Background: an optimization exercise with open tools, aiming at small area. Do not read the settings as production practice. The RTL was checked by simulation tests, not by an equivalence proof against the original design. Power and IR drop assume default switching activity.

==> lagoon: inputs <==
==> flow/design.v (excerpt) <==
module id_stage (
	input  logic                          clock,
	input  logic                          rst_n,
	input  logic                          req,
	output logic                          ack,
	input  logic [31:0]                   inst,
	input  logic [31:0]                   ex_inst,
	input  logic [4:0]                    ex_dest,
	input  logic [31:0]                   mem_inst,
	input  logic [4:0]                    mem_dest,
	input  logic                          wb_en,
	input  logic [4:0]                    wb_idx,
	input  logic [31:0]                   wb_data,
	output logic [1:0]                    opa_sel,
	output logic [2:0]                    opb_sel,
	output logic [3:0]                    alu_func,
	output logic [4:0]                    dest_idx,
	output logic                          rd_mem,
	output logic                          wr_mem,
	output logic                          cond_branch,
	output logic                          uncond_branch,
	output logic                          halt,
	output logic                          illegal,
	output logic                          valid,
	output logic [31:0]                   rs1_value,
	output logic [31:0]                   rs2_value,
	output logic [31:0]                   imm,
	output logic [3:0]                    forward,
	output logic                          stall
);
export LEC_CHECK = 0
export CAP_MARGIN = 20
export CORE_MARGIN = 2
export CORE_UTILIZATION = 40
export SLEW_MARGIN = 20
export SYNTH_HIERARCHICAL = 1
create_clock -name core_clock -period 5.0 [get_ports {clock}]
standard.sh (not shown) runs the stock make flow with config.mk's settings and CLKGATE_MAP_FILE= SYNTH_SCRIPT=/design/flow/synth_recipe.tcl, a recipe that flattens the netlist after the stock synthesis.
==> flow/flow/run.sh <==
#!/bin/bash
# The standard layout (standard synthesis, floorplan, power grid,
# placement, CTS, routing) with these knobs changed:
#  - ports are buffered with the smallest buffer instead of a delay cell
#  - CTS does not add dummy loads and clusters up to 24 sinks within
#    80 um per leaf buffer
#  - timing-driven global placement keeps the resizer's changes only once
#    placement has spread out (overflow below 0.3), not from its first,
#    still-clumped pass
# make's full output goes to flow_make.log; each ORFS step keeps its own
# log under orfs/logs/.
set -euo pipefail
cd "$(dirname "${BASH_SOURCE[0]}")/.."
bash standard.sh \
	"BUFFER_PORTS_ARGS=-buffer_cell sky130_fd_sc_hd__buf_1" \
	"GPL_KEEP_OVERFLOW=0.3" \
	"CTS_ARGS=-sink_clustering_enable -repair_clock_nets -dont_use_dummy_load -sink_clustering_size 24 -sink_clustering_max_diameter 80" \
	finish > flow_make.log 2>&1
==> xenon: changes against lagoon <==
--- a/flow/design.v
+++ b/flow/design.v
@@ -169,11 +169,11 @@
 	logic       is_opimm, is_op, is_system, is_zero_op;
 	logic       f7_zero, f7_sub;   
 	logic       ok_jalr, ok_branch, ok_load, ok_store, ok_opimm, ok_op;
 	logic       wfi, zero_word;
 	logic       legal;     
-	logic       jalr_v, br_v, ld_v, st_v, oi_v, op_v;  
+	logic       act;       
 	logic       shift_r;   
 	logic [3:0] alu_raw;
 	assign op = cur_inst.r.opcode;
 	assign f3 = cur_inst.r.funct3;
 	assign f7 = cur_inst.r.funct7;
@@ -203,32 +203,28 @@
 	assign ok_load   = (f3 != 3'b011) && !(f3[2] & f3[1]);
 	assign ok_store  = !f3[2] && !(f3[1] & f3[0]);
 	assign ok_opimm  = (f3 == 3'b001) ? f7_zero :
 		shift_r ? (f7_zero | f7_sub) : 1'b1;
 	assign ok_op     = f7_zero | (f7_sub & ((f3 == 3'b000) | shift_r));
-	assign jalr_v = is_jalr & ok_jalr;
-	assign br_v   = is_branch & ok_branch;
-	assign ld_v   = is_load & ok_load;
-	assign st_v   = is_store & ok_store;
-	assign oi_v   = is_opimm & ok_opimm;
-	assign op_v   = is_op & ok_op;
-	assign legal = is_lui | is_auipc | is_jal | jalr_v | br_v | ld_v | st_v | oi_v | op_v |
-		wfi | zero_word;
+	assign legal = is_lui | is_auipc | is_jal | (is_jalr & ok_jalr) |
+		(is_branch & ok_branch) | (is_load & ok_load) | (is_store & ok_store) |
+		(is_opimm & ok_opimm) | (is_op & ok_op) | wfi | zero_word;
+	assign act     = legal & !stall;
 	assign illegal = !legal & !stall;
 	assign valid   = !illegal;
 	assign halt    = wfi & !stall;
-	assign rd_mem        = !stall & ld_v;
-	assign wr_mem        = !stall & st_v;
-	assign cond_branch   = !stall & br_v;
-	assign uncond_branch = !stall & (is_jal | jalr_v);
-	assign opa_sel[1] = !stall & is_lui;
-	assign opa_sel[0] = !stall & (is_auipc | is_jal | br_v);
-	assign imm_fmt[0] = !stall & (jalr_v | ld_v | oi_v);
-	assign imm_fmt[1] = !stall & st_v;
-	assign imm_fmt[2] = !stall & br_v;
-	assign imm_fmt[3] = !stall & (is_lui | is_auipc);
-	assign imm_fmt[4] = !stall & is_jal;
+	assign rd_mem        = act & is_load;
+	assign wr_mem        = act & is_store;
+	assign cond_branch   = act & is_branch;
+	assign uncond_branch = act & (is_jal | is_jalr);
+	assign opa_sel[1] = act & is_lui;
+	assign opa_sel[0] = act & (is_auipc | is_jal | is_branch);
+	assign imm_fmt[0] = act & (is_jalr | is_load | is_opimm);
+	assign imm_fmt[1] = act & is_store;
+	assign imm_fmt[2] = act & is_branch;
+	assign imm_fmt[3] = act & (is_lui | is_auipc);
+	assign imm_fmt[4] = act & is_jal;
 	assign opb_sel[0] = imm_fmt[0] | imm_fmt[2] | imm_fmt[4];
 	assign opb_sel[1] = imm_fmt[1] | imm_fmt[2];
 	assign opb_sel[2] = imm_fmt[3] | imm_fmt[4];
 	always_comb begin
 		case (f3)
@@ -240,12 +236,12 @@
 			3'b101:  alu_raw = f7[5] ? rv32_pkg::ALU_SRA : rv32_pkg::ALU_SRL;
 			3'b110:  alu_raw = rv32_pkg::ALU_OR;
 			default: alu_raw = rv32_pkg::ALU_AND;
 		endcase
 	end
-	assign alu_func = (!stall & (op_v | oi_v)) ? alu_raw : rv32_pkg::ALU_ADD;
-	assign dest_idx = (!stall & (is_lui | is_auipc | is_jal | jalr_v | ld_v | oi_v | op_v)) ?
+	assign alu_func = (act & (is_op | is_opimm)) ? alu_raw : rv32_pkg::ALU_ADD;
+	assign dest_idx = (act & (is_lui | is_auipc | is_jal | is_jalr | is_load | is_opimm | is_op)) ?
 		cur_inst.r.rd : rv32_pkg::ZERO_REG;
 endmodule
 module imm_gen (
 	input  rv32_pkg::rv32_inst_t      cur_inst,
 	input  logic [4:0]                imm_fmt,  
@@ -264,56 +260,37 @@
 		({XLEN{imm_fmt[2]}} & b_imm) | ({XLEN{imm_fmt[3]}} & u_imm) |
 		({XLEN{imm_fmt[4]}} & j_imm);
 endmodule
 module regfile (
 	input  logic                           clock,
-	input  logic [3:0]                     lo1_n,   
-	input  logic [7:0]                     hi1_n,   
-	input  logic [3:0]                     lo2_n,
-	input  logic [7:0]                     hi2_n,
+	input  logic [rv32_pkg::REG_IDX_W-1:0] rs1_idx,
+	input  logic [rv32_pkg::REG_IDX_W-1:0] rs2_idx,
 	output logic [rv32_pkg::XLEN-1:0]      rs1_value,
 	output logic [rv32_pkg::XLEN-1:0]      rs2_value,
 	input  logic                           wb_en,
 	input  logic [rv32_pkg::REG_IDX_W-1:0] wb_idx,
 	input  logic [rv32_pkg::XLEN-1:0]      wb_data
 );
 	localparam int DEPTH = 2 ** rv32_pkg::REG_IDX_W;
 	localparam int XLEN  = rv32_pkg::XLEN;
 	logic [DEPTH-1:1] we, nwe;     
+	logic [DEPTH-1:1] sel1, sel2;  
 	logic [XLEN-1:0]  regs [DEPTH-1:1];
-	logic [XLEN*(DEPTH-1)-1:0] cols;  
+	logic [DEPTH-1:1] col [XLEN];   
 	for (genvar r = 1; r < DEPTH; r++) begin : g_row
 		assign we[r]   = wb_en && (wb_idx == r);
 		assign nwe[r]  = !we[r];
+		assign sel1[r] = (rs1_idx == r);
+		assign sel2[r] = (rs2_idx == r);
 		hold_word #(.W(XLEN)) row_0 (.clock, .ld(we[r]), .hold(nwe[r]), .d(wb_data), .q(regs[r]));
 		for (genvar b = 0; b < XLEN; b++) begin : g_col
-			assign cols[b*(DEPTH-1)+r-1] = regs[r][b];
+			assign col[b][r] = regs[r][b];
 		end
 	end
-	for (genvar h = 0; h < 2; h++) begin : g_half
-		rd_half half_0 (
-			.lo1_n, .hi1_n, .lo2_n, .hi2_n,
-			.d (cols[h*16*(DEPTH-1) +: 16*(DEPTH-1)]),
-			.y1(rs1_value[h*16 +: 16]),
-			.y2(rs2_value[h*16 +: 16])
-		);
-	end
-endmodule
-module rd_half (
-	input  logic [3:0]     lo1_n, lo2_n,  
-	input  logic [7:0]     hi1_n, hi2_n,  
-	input  logic [16*31-1:0] d,       
-	output logic [15:0]    y1, y2
-);
-	logic [31:1] sel1, sel2;  
-	for (genvar r = 1; r < 32; r++) begin : g_sel
-		assign sel1[r] = !(lo1_n[r%4] | hi1_n[r/4]);
-		assign sel2[r] = !(lo2_n[r%4] | hi2_n[r/4]);
-	end
-	for (genvar b = 0; b < 16; b++) begin : g_rd
-		rd_bit rd1_0 (.sel(sel1), .d(d[b*31 +: 31]), .y(y1[b]));
-		rd_bit rd2_0 (.sel(sel2), .d(d[b*31 +: 31]), .y(y2[b]));
+	for (genvar b = 0; b < XLEN; b++) begin : g_rd
+		rd_bit rd1_0 (.sel(sel1), .d(col[b]), .y(rs1_value[b]));
+		rd_bit rd2_0 (.sel(sel2), .d(col[b]), .y(rs2_value[b]));
 	end
 endmodule
 module rd_bit (
 	input  logic [31:1] sel,
 	input  logic [31:1] d,
@@ -412,54 +389,30 @@
 	rv32_pkg::rv32_inst_t cur_inst;   
 	logic [3:0]           fwd_in;     
 	logic                 stall_in;
 	logic                 ld, hold;   
 	logic [4:0]           imm_fmt;    
-	logic [23:0]          pre_in;     
-	logic [23:0]          pre_q;      
 	id_ctrl ctrl_0 (.clock, .rst_n, .req, .ack, .ld, .hold);
 	hazard_unit hazard_0 (
 		.cur_inst(inst), .cur_ex_inst(ex_inst), .cur_mem_inst(mem_inst),
 		.cur_ex_dest(ex_dest), .cur_mem_dest(mem_dest),
 		.forward(fwd_in), .stall(stall_in)
 	);
-	logic [21:0] word_q;
-	hold_word #(.W(22)) inst_q (.clock, .ld, .hold, .d({inst[31:25], inst[14:0]}), .q(word_q));
-	logic [4:0] rs1_q, rs2_q;    
-	assign rs1_q = {!(pre_q[8] & pre_q[9] & pre_q[10] & pre_q[11]),
-		!(pre_q[6] & pre_q[7] & pre_q[10] & pre_q[11]),
-		!(pre_q[5] & pre_q[7] & pre_q[9] & pre_q[11]),
-		!(pre_q[2] & pre_q[3]), !(pre_q[1] & pre_q[3])};
-	assign rs2_q = {!(pre_q[20] & pre_q[21] & pre_q[22] & pre_q[23]),
-		!(pre_q[18] & pre_q[19] & pre_q[22] & pre_q[23]),
-		!(pre_q[17] & pre_q[19] & pre_q[21] & pre_q[23]),
-		!(pre_q[14] & pre_q[15]), !(pre_q[13] & pre_q[15])};
-	assign cur_inst = {word_q[21:15], rs2_q, rs1_q, word_q[14:0]};
+	hold_word #(.W(32)) inst_q (.clock, .ld, .hold, .d(inst), .q(cur_inst));
 	hold_word #(.W(4))  fwd_q  (.clock, .ld, .hold, .d(fwd_in), .q(forward));
-	for (genvar i = 0; i < 4; i++) begin : g_lo
-		assign pre_in[i]      = (inst[16:15] != i);
-		assign pre_in[12 + i] = (inst[21:20] != i);
-	end
-	for (genvar i = 0; i < 8; i++) begin : g_hi
-		assign pre_in[4 + i]  = (inst[19:17] != i);
-		assign pre_in[16 + i] = (inst[24:22] != i);
-	end
-	hold_word #(.W(24)) pre_q_0 (.clock, .ld, .hold, .d(pre_in), .q(pre_q));
 	assign stall = forward[3] & (forward[1] | forward[0]);
 	inst_decoder decoder_0 (
 		.cur_inst, .stall,
 		.opa_sel(opa_sel), .opb_sel(opb_sel), .alu_func(alu_func), .dest_idx,
 		.rd_mem, .wr_mem, .cond_branch, .uncond_branch,
 		.halt, .illegal, .valid, .imm_fmt
 	);
 	imm_gen imm_0 (.cur_inst, .imm_fmt, .imm);
 	regfile regf_0 (
 		.clock,
-		.lo1_n     (pre_q[3:0]),
-		.hi1_n     (pre_q[11:4]),
-		.lo2_n     (pre_q[15:12]),
-		.hi2_n     (pre_q[23:16]),
+		.rs1_idx   (cur_inst.r.rs1),
+		.rs2_idx   (cur_inst.r.rs2),
 		.rs1_value,
 		.rs2_value,
 		.wb_en, .wb_idx, .wb_data
 	);
 endmodule
==> flow/flow/run.sh (replaced) <==
#!/bin/bash
# The standard layout (standard synthesis, floorplan, power grid,
# placement, CTS, routing) with these knobs changed:
#  - ports are buffered with the smallest buffer instead of a delay cell
#  - CTS does not add dummy loads and clusters up to 24 sinks within
#    80 um per leaf buffer
# make's full output goes to flow_make.log; each ORFS step keeps its own
# log under orfs/logs/.
set -euo pipefail
cd "$(dirname "${BASH_SOURCE[0]}")/.."
bash standard.sh \
	"BUFFER_PORTS_ARGS=-buffer_cell sky130_fd_sc_hd__buf_1" \
	"CTS_ARGS=-sink_clustering_enable -repair_clock_nets -dont_use_dummy_load -sink_clustering_size 24 -sink_clustering_max_diameter 80" \
	finish > flow_make.log 2>&1
- CORE_UTILIZATION: 40 -> 55
==> summary.txt <==
lagoon finished with timing, DRC and antenna clean. xenon produced a layout that fails on negative setup slack. Of xenon and lagoon, lagoon has the higher worst hold slack (gap 4.1 ps). In xenon the first-iteration DRC count is larger than in lagoon, by 13%. Routed wire length: lagoon is smaller than xenon (5.3%). Register-to-register slack: lagoon is worse than xenon (370 ps). Via count: lagoon is smaller than xenon (about 3.7%). Combinational power: lagoon is higher than xenon (about 30%).

========
==> job 7903: inputs <==
id_stage, a different RTL version from the one above (not shown whole).
==> module rd_bit, before the edit <==
module rd_bit (
	input  logic [31:1] sel,
	input  logic [31:1] d,
	output logic        y
);
	assign y = |(sel & d);
endmodule
==> module id_ctrl, before the edit <==
module id_ctrl (
	input  logic clock,
	input  logic rst_n,
	input  logic req,
	output logic ack,
	output logic ld,    
	output logic hold   
);
	always_ff @(posedge clock) begin
		ack <= rst_n & req;
	end
	assign ld   = !ack;
	assign hold = ack;
endmodule
==> module hold_bit, before the edit <==
module hold_bit (
	input  logic clock,
	input  logic ld,
	input  logic hold,
	input  logic d,
	output logic q
);
	always_ff @(posedge clock) begin
		q <= (ld & d) | (hold & q);
	end
endmodule
==> module hold_word, before the edit <==
module hold_word #(
	parameter int W = 32
) (
	input  logic         clock,
	input  logic         ld,
	input  logic         hold,
	input  logic [W-1:0] d,
	output logic [W-1:0] q
);
	for (genvar b = 0; b < W; b++) begin : g_bit
		hold_bit bit_0 (.clock, .ld, .hold, .d(d[b]), .q(q[b]));
	end
endmodule
==> module regfile, before the edit <==
module regfile (
	input  logic                           clock,
	input  logic [rv32_pkg::REG_IDX_W-1:0] rs1_idx,
	input  logic [rv32_pkg::REG_IDX_W-1:0] rs2_idx,
	output logic [rv32_pkg::XLEN-1:0]      rs1_value,
	output logic [rv32_pkg::XLEN-1:0]      rs2_value,
	input  logic                           wb_en,
	input  logic [rv32_pkg::REG_IDX_W-1:0] wb_idx,
	input  logic [rv32_pkg::XLEN-1:0]      wb_data
);
	localparam int DEPTH = 2 ** rv32_pkg::REG_IDX_W;
	localparam int XLEN  = rv32_pkg::XLEN;
	logic [DEPTH-1:1] we, nwe;     
	logic [DEPTH-1:1] sel1, sel2;  
	logic [XLEN-1:0]  regs [DEPTH-1:1];
	logic [DEPTH-1:1] col [XLEN];   
	for (genvar r = 1; r < DEPTH; r++) begin : g_row
		assign we[r]   = wb_en && (wb_idx == r);
		assign nwe[r]  = !we[r];
		assign sel1[r] = (rs1_idx == r);
		assign sel2[r] = (rs2_idx == r);
		hold_word #(.W(XLEN)) row_0 (.clock, .ld(we[r]), .hold(nwe[r]), .d(wb_data), .q(regs[r]));
		for (genvar b = 0; b < XLEN; b++) begin : g_col
			assign col[b][r] = regs[r][b];
		end
	end
	for (genvar b = 0; b < XLEN; b++) begin : g_rd
		rd_bit rd1_0 (.sel(sel1), .d(col[b]), .y(rs1_value[b]));
		rd_bit rd2_0 (.sel(sel2), .d(col[b]), .y(rs2_value[b]));
	end
endmodule
==> module id_stage, before the edit <==
module id_stage (
	input  logic                          clock,
	input  logic                          rst_n,
	input  logic                          req,
	output logic                          ack,
	input  logic [31:0]                   inst,
	input  logic [31:0]                   ex_inst,
	input  logic [4:0]                    ex_dest,
	input  logic [31:0]                   mem_inst,
	input  logic [4:0]                    mem_dest,
	input  logic                          wb_en,
	input  logic [4:0]                    wb_idx,
	input  logic [31:0]                   wb_data,
	output logic [1:0]                    opa_sel,
	output logic [2:0]                    opb_sel,
	output logic [3:0]                    alu_func,
	output logic [4:0]                    dest_idx,
	output logic                          rd_mem,
	output logic                          wr_mem,
	output logic                          cond_branch,
	output logic                          uncond_branch,
	output logic                          halt,
	output logic                          illegal,
	output logic                          valid,
	output logic [31:0]                   rs1_value,
	output logic [31:0]                   rs2_value,
	output logic [31:0]                   imm,
	output logic [3:0]                    forward,
	output logic                          stall
);
	rv32_pkg::rv32_inst_t cur_inst;   
	logic [3:0]           fwd_in;     
	logic                 stall_in;
	logic                 ld, hold;   
	id_ctrl ctrl_0 (.clock, .rst_n, .req, .ack, .ld, .hold);
	hazard_unit hazard_0 (
		.cur_inst(inst), .cur_ex_inst(ex_inst), .cur_mem_inst(mem_inst),
		.cur_ex_dest(ex_dest), .cur_mem_dest(mem_dest),
		.forward(fwd_in), .stall(stall_in)
	);
	hold_word #(.W(32)) inst_q (.clock, .ld, .hold, .d(inst), .q(cur_inst));
	hold_word #(.W(4))  fwd_q  (.clock, .ld, .hold, .d(fwd_in), .q(forward));
	assign stall = forward[3] & (forward[1] | forward[0]);
	inst_decoder decoder_0 (
		.cur_inst, .stall,
		.opa_sel(opa_sel), .opb_sel(opb_sel), .alu_func(alu_func), .dest_idx,
		.rd_mem, .wr_mem, .cond_branch, .uncond_branch,
		.halt, .illegal, .valid
	);
	imm_gen imm_0 (.cur_inst, .opb_sel(rv32_pkg::alu_opb_sel_t'(opb_sel)), .imm);
	regfile regf_0 (
		.clock,
		.rs1_idx   (cur_inst.r.rs1),
		.rs2_idx   (cur_inst.r.rs2),
		.rs1_value,
		.rs2_value,
		.wb_en, .wb_idx, .wb_data
	);
endmodule
==> flow/config.mk <==
export PLATFORM = sky130hd
export DESIGN_NAME = id_stage
export DESIGN_NICKNAME = id_stage
export VERILOG_FILES = /design/flow/design.v
export SDC_FILE = /design/flow/constraint.sdc
export NUM_CORES = 4
export LEC_CHECK = 0
export CAP_MARGIN = 20
export CORE_MARGIN = 2
export CORE_UTILIZATION = 40
export SLEW_MARGIN = 20
export SYNTH_HIERARCHICAL = 1
==> flow/constraint.sdc <==
create_clock -name core_clock -period 5.0 [get_ports {clock}]
set_input_delay 1.0000 -clock core_clock [delete_from_list [all_inputs] [get_ports {clock}]]
set_output_delay 1.0000 -clock core_clock [all_outputs]
set_load 0.01 [all_outputs]
run.sh (not shown) runs the stock make flow with config.mk's settings and CLKGATE_MAP_FILE= SYNTH_SCRIPT=/design/flow/synth_recipe.tcl, a recipe that flattens the netlist after the stock synthesis.
Stock flow here: none of the scripts above is used.
==> job 2729: changes against job 7903 <==
--- a/flow/design.v
+++ b/flow/design.v
@@ -335,7 +335,23 @@
 	input  logic [31:1] d,
 	output logic        y
 );
-	assign y = |(sel & d);
+	logic [10:0] grp_n;  
+	for (genvar g = 0; g < 10; g++) begin : g_grp
+		aoi222 aoi_0 (
+			.a0(sel[3*g+1]), .b0(d[3*g+1]),
+			.a1(sel[3*g+2]), .b1(d[3*g+2]),
+			.a2(sel[3*g+3]), .b2(d[3*g+3]),
+			.y(grp_n[g])
+		);
+	end
+	assign grp_n[10] = !(sel[31] & d[31]);
+	assign y = !(&grp_n);
+endmodule
+module aoi222 (
+	input  logic a0, b0, a1, b1, a2, b2,
+	output logic y
+);
+	assign y = !((a0 & b0) | (a1 & b1) | (a2 & b2));
 endmodule
 module hazard_unit (
 	input  rv32_pkg::rv32_inst_t           cur_inst,
==> flow/flow/run.sh (new file) <==
#!/bin/bash
# The standard layout (standard synthesis, floorplan, power grid,
# placement, CTS, routing) with two knobs changed:
#  - ports are buffered with the smallest buffer instead of a delay cell
#  - CTS does not add dummy loads
# make's full output goes to flow_make.log; each ORFS step keeps its own
# log under orfs/logs/.
set -euo pipefail
cd "$(dirname "${BASH_SOURCE[0]}")/.."
bash standard.sh \
	"BUFFER_PORTS_ARGS=-buffer_cell sky130_fd_sc_hd__buf_1" \
	"CTS_ARGS=-sink_clustering_enable -repair_clock_nets -dont_use_dummy_load" \
	finish > flow_make.log 2>&1
==> flow/standard.sh (new file) <==
#!/bin/bash
# synth_recipe.tcl (not shown) runs the flow's synth.tcl, then flattens the netlist and writes it again
# the make line also repeats each setting of config.mk as NAME=value (left out here)
make -C /OpenROAD-flow-scripts/flow DESIGN_CONFIG=/design/flow/config.mk WORK_HOME=/design/flow/orfs CLKGATE_MAP_FILE= SYNTH_SCRIPT=/design/flow/synth_recipe.tcl "${@:-finish}"
removed: flow/run.sh
==> job 8863: changes against job 7903 <==
--- a/flow/design.v
+++ b/flow/design.v
@@ -107,41 +107,46 @@
 	} rv32_inst_t;
 endpackage
 module id_ctrl (
-	input  logic clock,
-	input  logic rst_n,
-	input  logic req,
-	output logic ack,
-	output logic ld,    
-	output logic hold   
+	input  logic                                clock,
+	input  logic                                rst_n,
+	input  logic                                req,
+	output logic                                ack,
+	input  rv32_pkg::rv32_inst_t                inst,
+	input  rv32_pkg::rv32_inst_t                ex_inst,
+	input  rv32_pkg::rv32_inst_t                mem_inst,
+	input  logic [rv32_pkg::REG_IDX_W-1:0]      ex_dest,
+	input  logic [rv32_pkg::REG_IDX_W-1:0]      mem_dest,
+	output rv32_pkg::rv32_inst_t                cur_inst,
+	output rv32_pkg::rv32_inst_t                cur_ex_inst,
+	output rv32_pkg::rv32_inst_t                cur_mem_inst,
+	output logic [rv32_pkg::REG_IDX_W-1:0]      cur_ex_dest,
+	output logic [rv32_pkg::REG_IDX_W-1:0]      cur_mem_dest
 );
+	localparam logic IDLE  = 1'b0;  
+	localparam logic ACKED = 1'b1;  
+	logic state;
+	assign ack = (state == ACKED);
 	always_ff @(posedge clock) begin
-		ack <= rst_n & req;
-	end
-	assign ld   = !ack;
-	assign hold = ack;
-endmodule
-module hold_bit (
-	input  logic clock,
-	input  logic ld,
-	input  logic hold,
-	input  logic d,
-	output logic q
-);
-	always_ff @(posedge clock) begin
-		q <= (ld & d) | (hold & q);
-	end
-endmodule
-module hold_word #(
-	parameter int W = 32
-) (
-	input  logic         clock,
-	input  logic         ld,
-	input  logic         hold,
-	input  logic [W-1:0] d,
-	output logic [W-1:0] q
-);
-	for (genvar b = 0; b < W; b++) begin : g_bit
-		hold_bit bit_0 (.clock, .ld, .hold, .d(d[b]), .q(q[b]));
+		if (!rst_n) begin
+			state        <= IDLE;
+			cur_inst     <= '0;  
+			cur_ex_inst  <= '0;
+			cur_mem_inst <= '0;
+			cur_ex_dest  <= '0;
+			cur_mem_dest <= '0;
+		end else begin
+			case (state)
+				IDLE: if (req) begin
+					state        <= ACKED;  
+					cur_inst     <= inst;
+					cur_ex_inst  <= ex_inst;
+					cur_mem_inst <= mem_inst;
+					cur_ex_dest  <= ex_dest;
+					cur_mem_dest <= mem_dest;
+				end
+				ACKED: if (!req) state <= IDLE;  
+			endcase
+		end
 	end
 endmodule
 module inst_decoder (
@@ -310,32 +315,14 @@
 	input  logic [rv32_pkg::XLEN-1:0]      wb_data
 );
 	localparam int DEPTH = 2 ** rv32_pkg::REG_IDX_W;
-	localparam int XLEN  = rv32_pkg::XLEN;
-	logic [DEPTH-1:1] we, nwe;     
-	logic [DEPTH-1:1] sel1, sel2;  
-	logic [XLEN-1:0]  regs [DEPTH-1:1];
-	logic [DEPTH-1:1] col [XLEN];   
-	for (genvar r = 1; r < DEPTH; r++) begin : g_row
-		assign we[r]   = wb_en && (wb_idx == r);
-		assign nwe[r]  = !we[r];
-		assign sel1[r] = (rs1_idx == r);
-		assign sel2[r] = (rs2_idx == r);
-		hold_word #(.W(XLEN)) row_0 (.clock, .ld(we[r]), .hold(nwe[r]), .d(wb_data), .q(regs[r]));
-		for (genvar b = 0; b < XLEN; b++) begin : g_col
-			assign col[b][r] = regs[r][b];
+	logic [rv32_pkg::XLEN-1:0] regs [DEPTH];  
+	assign rs1_value = (rs1_idx == rv32_pkg::ZERO_REG) ? '0 : regs[rs1_idx];
+	assign rs2_value = (rs2_idx == rv32_pkg::ZERO_REG) ? '0 : regs[rs2_idx];
+	always_ff @(posedge clock) begin
+		if (wb_en && (wb_idx != rv32_pkg::ZERO_REG)) begin
+			regs[wb_idx] <= wb_data;
 		end
 	end
-	for (genvar b = 0; b < XLEN; b++) begin : g_rd
-		rd_bit rd1_0 (.sel(sel1), .d(col[b]), .y(rs1_value[b]));
-		rd_bit rd2_0 (.sel(sel2), .d(col[b]), .y(rs2_value[b]));
-	end
-endmodule
-module rd_bit (
-	input  logic [31:1] sel,
-	input  logic [31:1] d,
-	output logic        y
-);
-	assign y = |(sel & d);
 endmodule
 module hazard_unit (
 	input  rv32_pkg::rv32_inst_t           cur_inst,
@@ -418,19 +405,20 @@
 	output logic [3:0]                    forward,
 	output logic                          stall
 );
-	rv32_pkg::rv32_inst_t cur_inst;   
-	logic [3:0]           fwd_in;     
-	logic                 stall_in;
-	logic                 ld, hold;   
-	id_ctrl ctrl_0 (.clock, .rst_n, .req, .ack, .ld, .hold);
+	rv32_pkg::rv32_inst_t           cur_inst;      
+	rv32_pkg::rv32_inst_t           cur_ex_inst;   
+	rv32_pkg::rv32_inst_t           cur_mem_inst;
+	logic [4:0]                     cur_ex_dest;
+	logic [4:0]                     cur_mem_dest;
+	id_ctrl ctrl_0 (
+		.clock, .rst_n, .req, .ack,
+		.inst(inst), .ex_inst(ex_inst), .mem_inst(mem_inst), .ex_dest, .mem_dest,
+		.cur_inst, .cur_ex_inst, .cur_mem_inst, .cur_ex_dest, .cur_mem_dest
+	);
 	hazard_unit hazard_0 (
-		.cur_inst(inst), .cur_ex_inst(ex_inst), .cur_mem_inst(mem_inst),
-		.cur_ex_dest(ex_dest), .cur_mem_dest(mem_dest),
-		.forward(fwd_in), .stall(stall_in)
+		.cur_inst, .cur_ex_inst, .cur_mem_inst, .cur_ex_dest, .cur_mem_dest,
+		.forward(forward), .stall
 	);
-	hold_word #(.W(32)) inst_q (.clock, .ld, .hold, .d(inst), .q(cur_inst));
-	hold_word #(.W(4))  fwd_q  (.clock, .ld, .hold, .d(fwd_in), .q(forward));
-	assign stall = forward[3] & (forward[1] | forward[0]);
 	inst_decoder decoder_0 (
 		.cur_inst, .stall,
 		.opa_sel(opa_sel), .opb_sel(opb_sel), .alu_func(alu_func), .dest_idx,
SYNTH_HIERARCHICAL = default   (was 1)
==> metrics.json <==
{
  "seq_share_pct": 53.7,
  "cts-buffers-inserted": 116,
  "cp.depth": 9,
  "finalWorstSetupSlack_ps": 45.1,
  "sequential_cell_area_sq_um": 32100,
  "num-clock-buffers": 144,
  "largest_class": "registers",
  "arrival_ps": 3950,
  "antenna_cells": 2,
  "relSlewSlack_pct": 28.4,
  "ir_drop_uv": 303,
  "power-per-cell-area_nw_per_um2": 352,
  "grt_setup_unrepaired": "yes",
  "outcome": "complete, no violations",
  "final_nets": 2942,
  "grt_pass1_wl_um": 209000,
  "maximum_clock_frequency_mhz": 202,
  "layout.nonclk_buf_share_pct": 5.93,
  "number_of_vias_in_the_routed_layout": 27800,
  "met2_wirelength_um": 73700,
  "start_util_pct": 40.3
}
(the above is from job 8863)
==> metrics.json <==
{
  "power-per-cell-area_nw_per_um2": 439,
  "finalWorstSetupSlack_ps": 49.1,
  "outcome": "complete, no violations",
  "arrival_ps": 3950,
  "cp.depth": 7,
  "final_nets": 4421,
  "num-clock-buffers": 161,
  "seq_share_pct": 39.4,
  "sequential_cell_area_sq_um": 20600,
  "layout.nonclk_buf_share_pct": 8.04,
  "maximum_clock_frequency_mhz": 202,
  "cts-buffers-inserted": 111
}
(the above is from job 7903)
==> metrics.json <==
{
  "sequential_cell_area_sq_um": 20600,
  "layout.nonclk_buf_share_pct": 5.02,
  "finalWorstSetupSlack_ps": 12.1,
  "outcome": "complete, no violations",
  "maximum_clock_frequency_mhz": 200,
  "met2_wirelength_um": 79100,
  "cp.depth": 6,
  "arrival_ps": 3990,
  "start_util_pct": 40.3,
  "antenna_cells": 4,
  "seq_share_pct": 43.1,
  "num-clock-buffers": 110
}
(the above is from job 2729)

==> afterwards: timing with drivers on the ports <==
How much do the figures lean on ideal ports? The routed layouts below were timed once more, with nothing changed but the port constraints. Step 1 sets driving cells, clkbuf_16 on the clock port and buf_2 on the other inputs (assumed; they add their load-dependent delay and slew). Step 2 times the ports against the registers' clock, not the clock port: input delays grow and output delays shrink by t, the midpoint of the rising clock arrivals with the driver on. a / b / c = ideal / step 1 / step 2; a / b = the first two.
run | shift t [ns] | slack for setup (ns) | worst setup path at the end | slew at the worst register clock pin (ns) | worst slew at a driven data input, ns
lagoon | 0.722 | 0.216 / 0.147 / 0.868 | register to output | 0.10 / 0.10 | 0.13
xenon | 0.708 | -0.040 / -0.117 / 0.590 | register to output | 0.10 / 0.10 | 0.18
job 7903 | 0.776 | 0.049 / -0.027 / 0.749 | register to output | 0.07 / 0.07 | 0.11
job 2729 | 0.756 | 0.012 / -0.058 / 0.698 | register to output | 0.06 / 0.06 | 0.14
job 8863 | 0.781 | 0.045 / -0.033 / 0.748 | register to output | 0.07 / 0.07 | 0.15
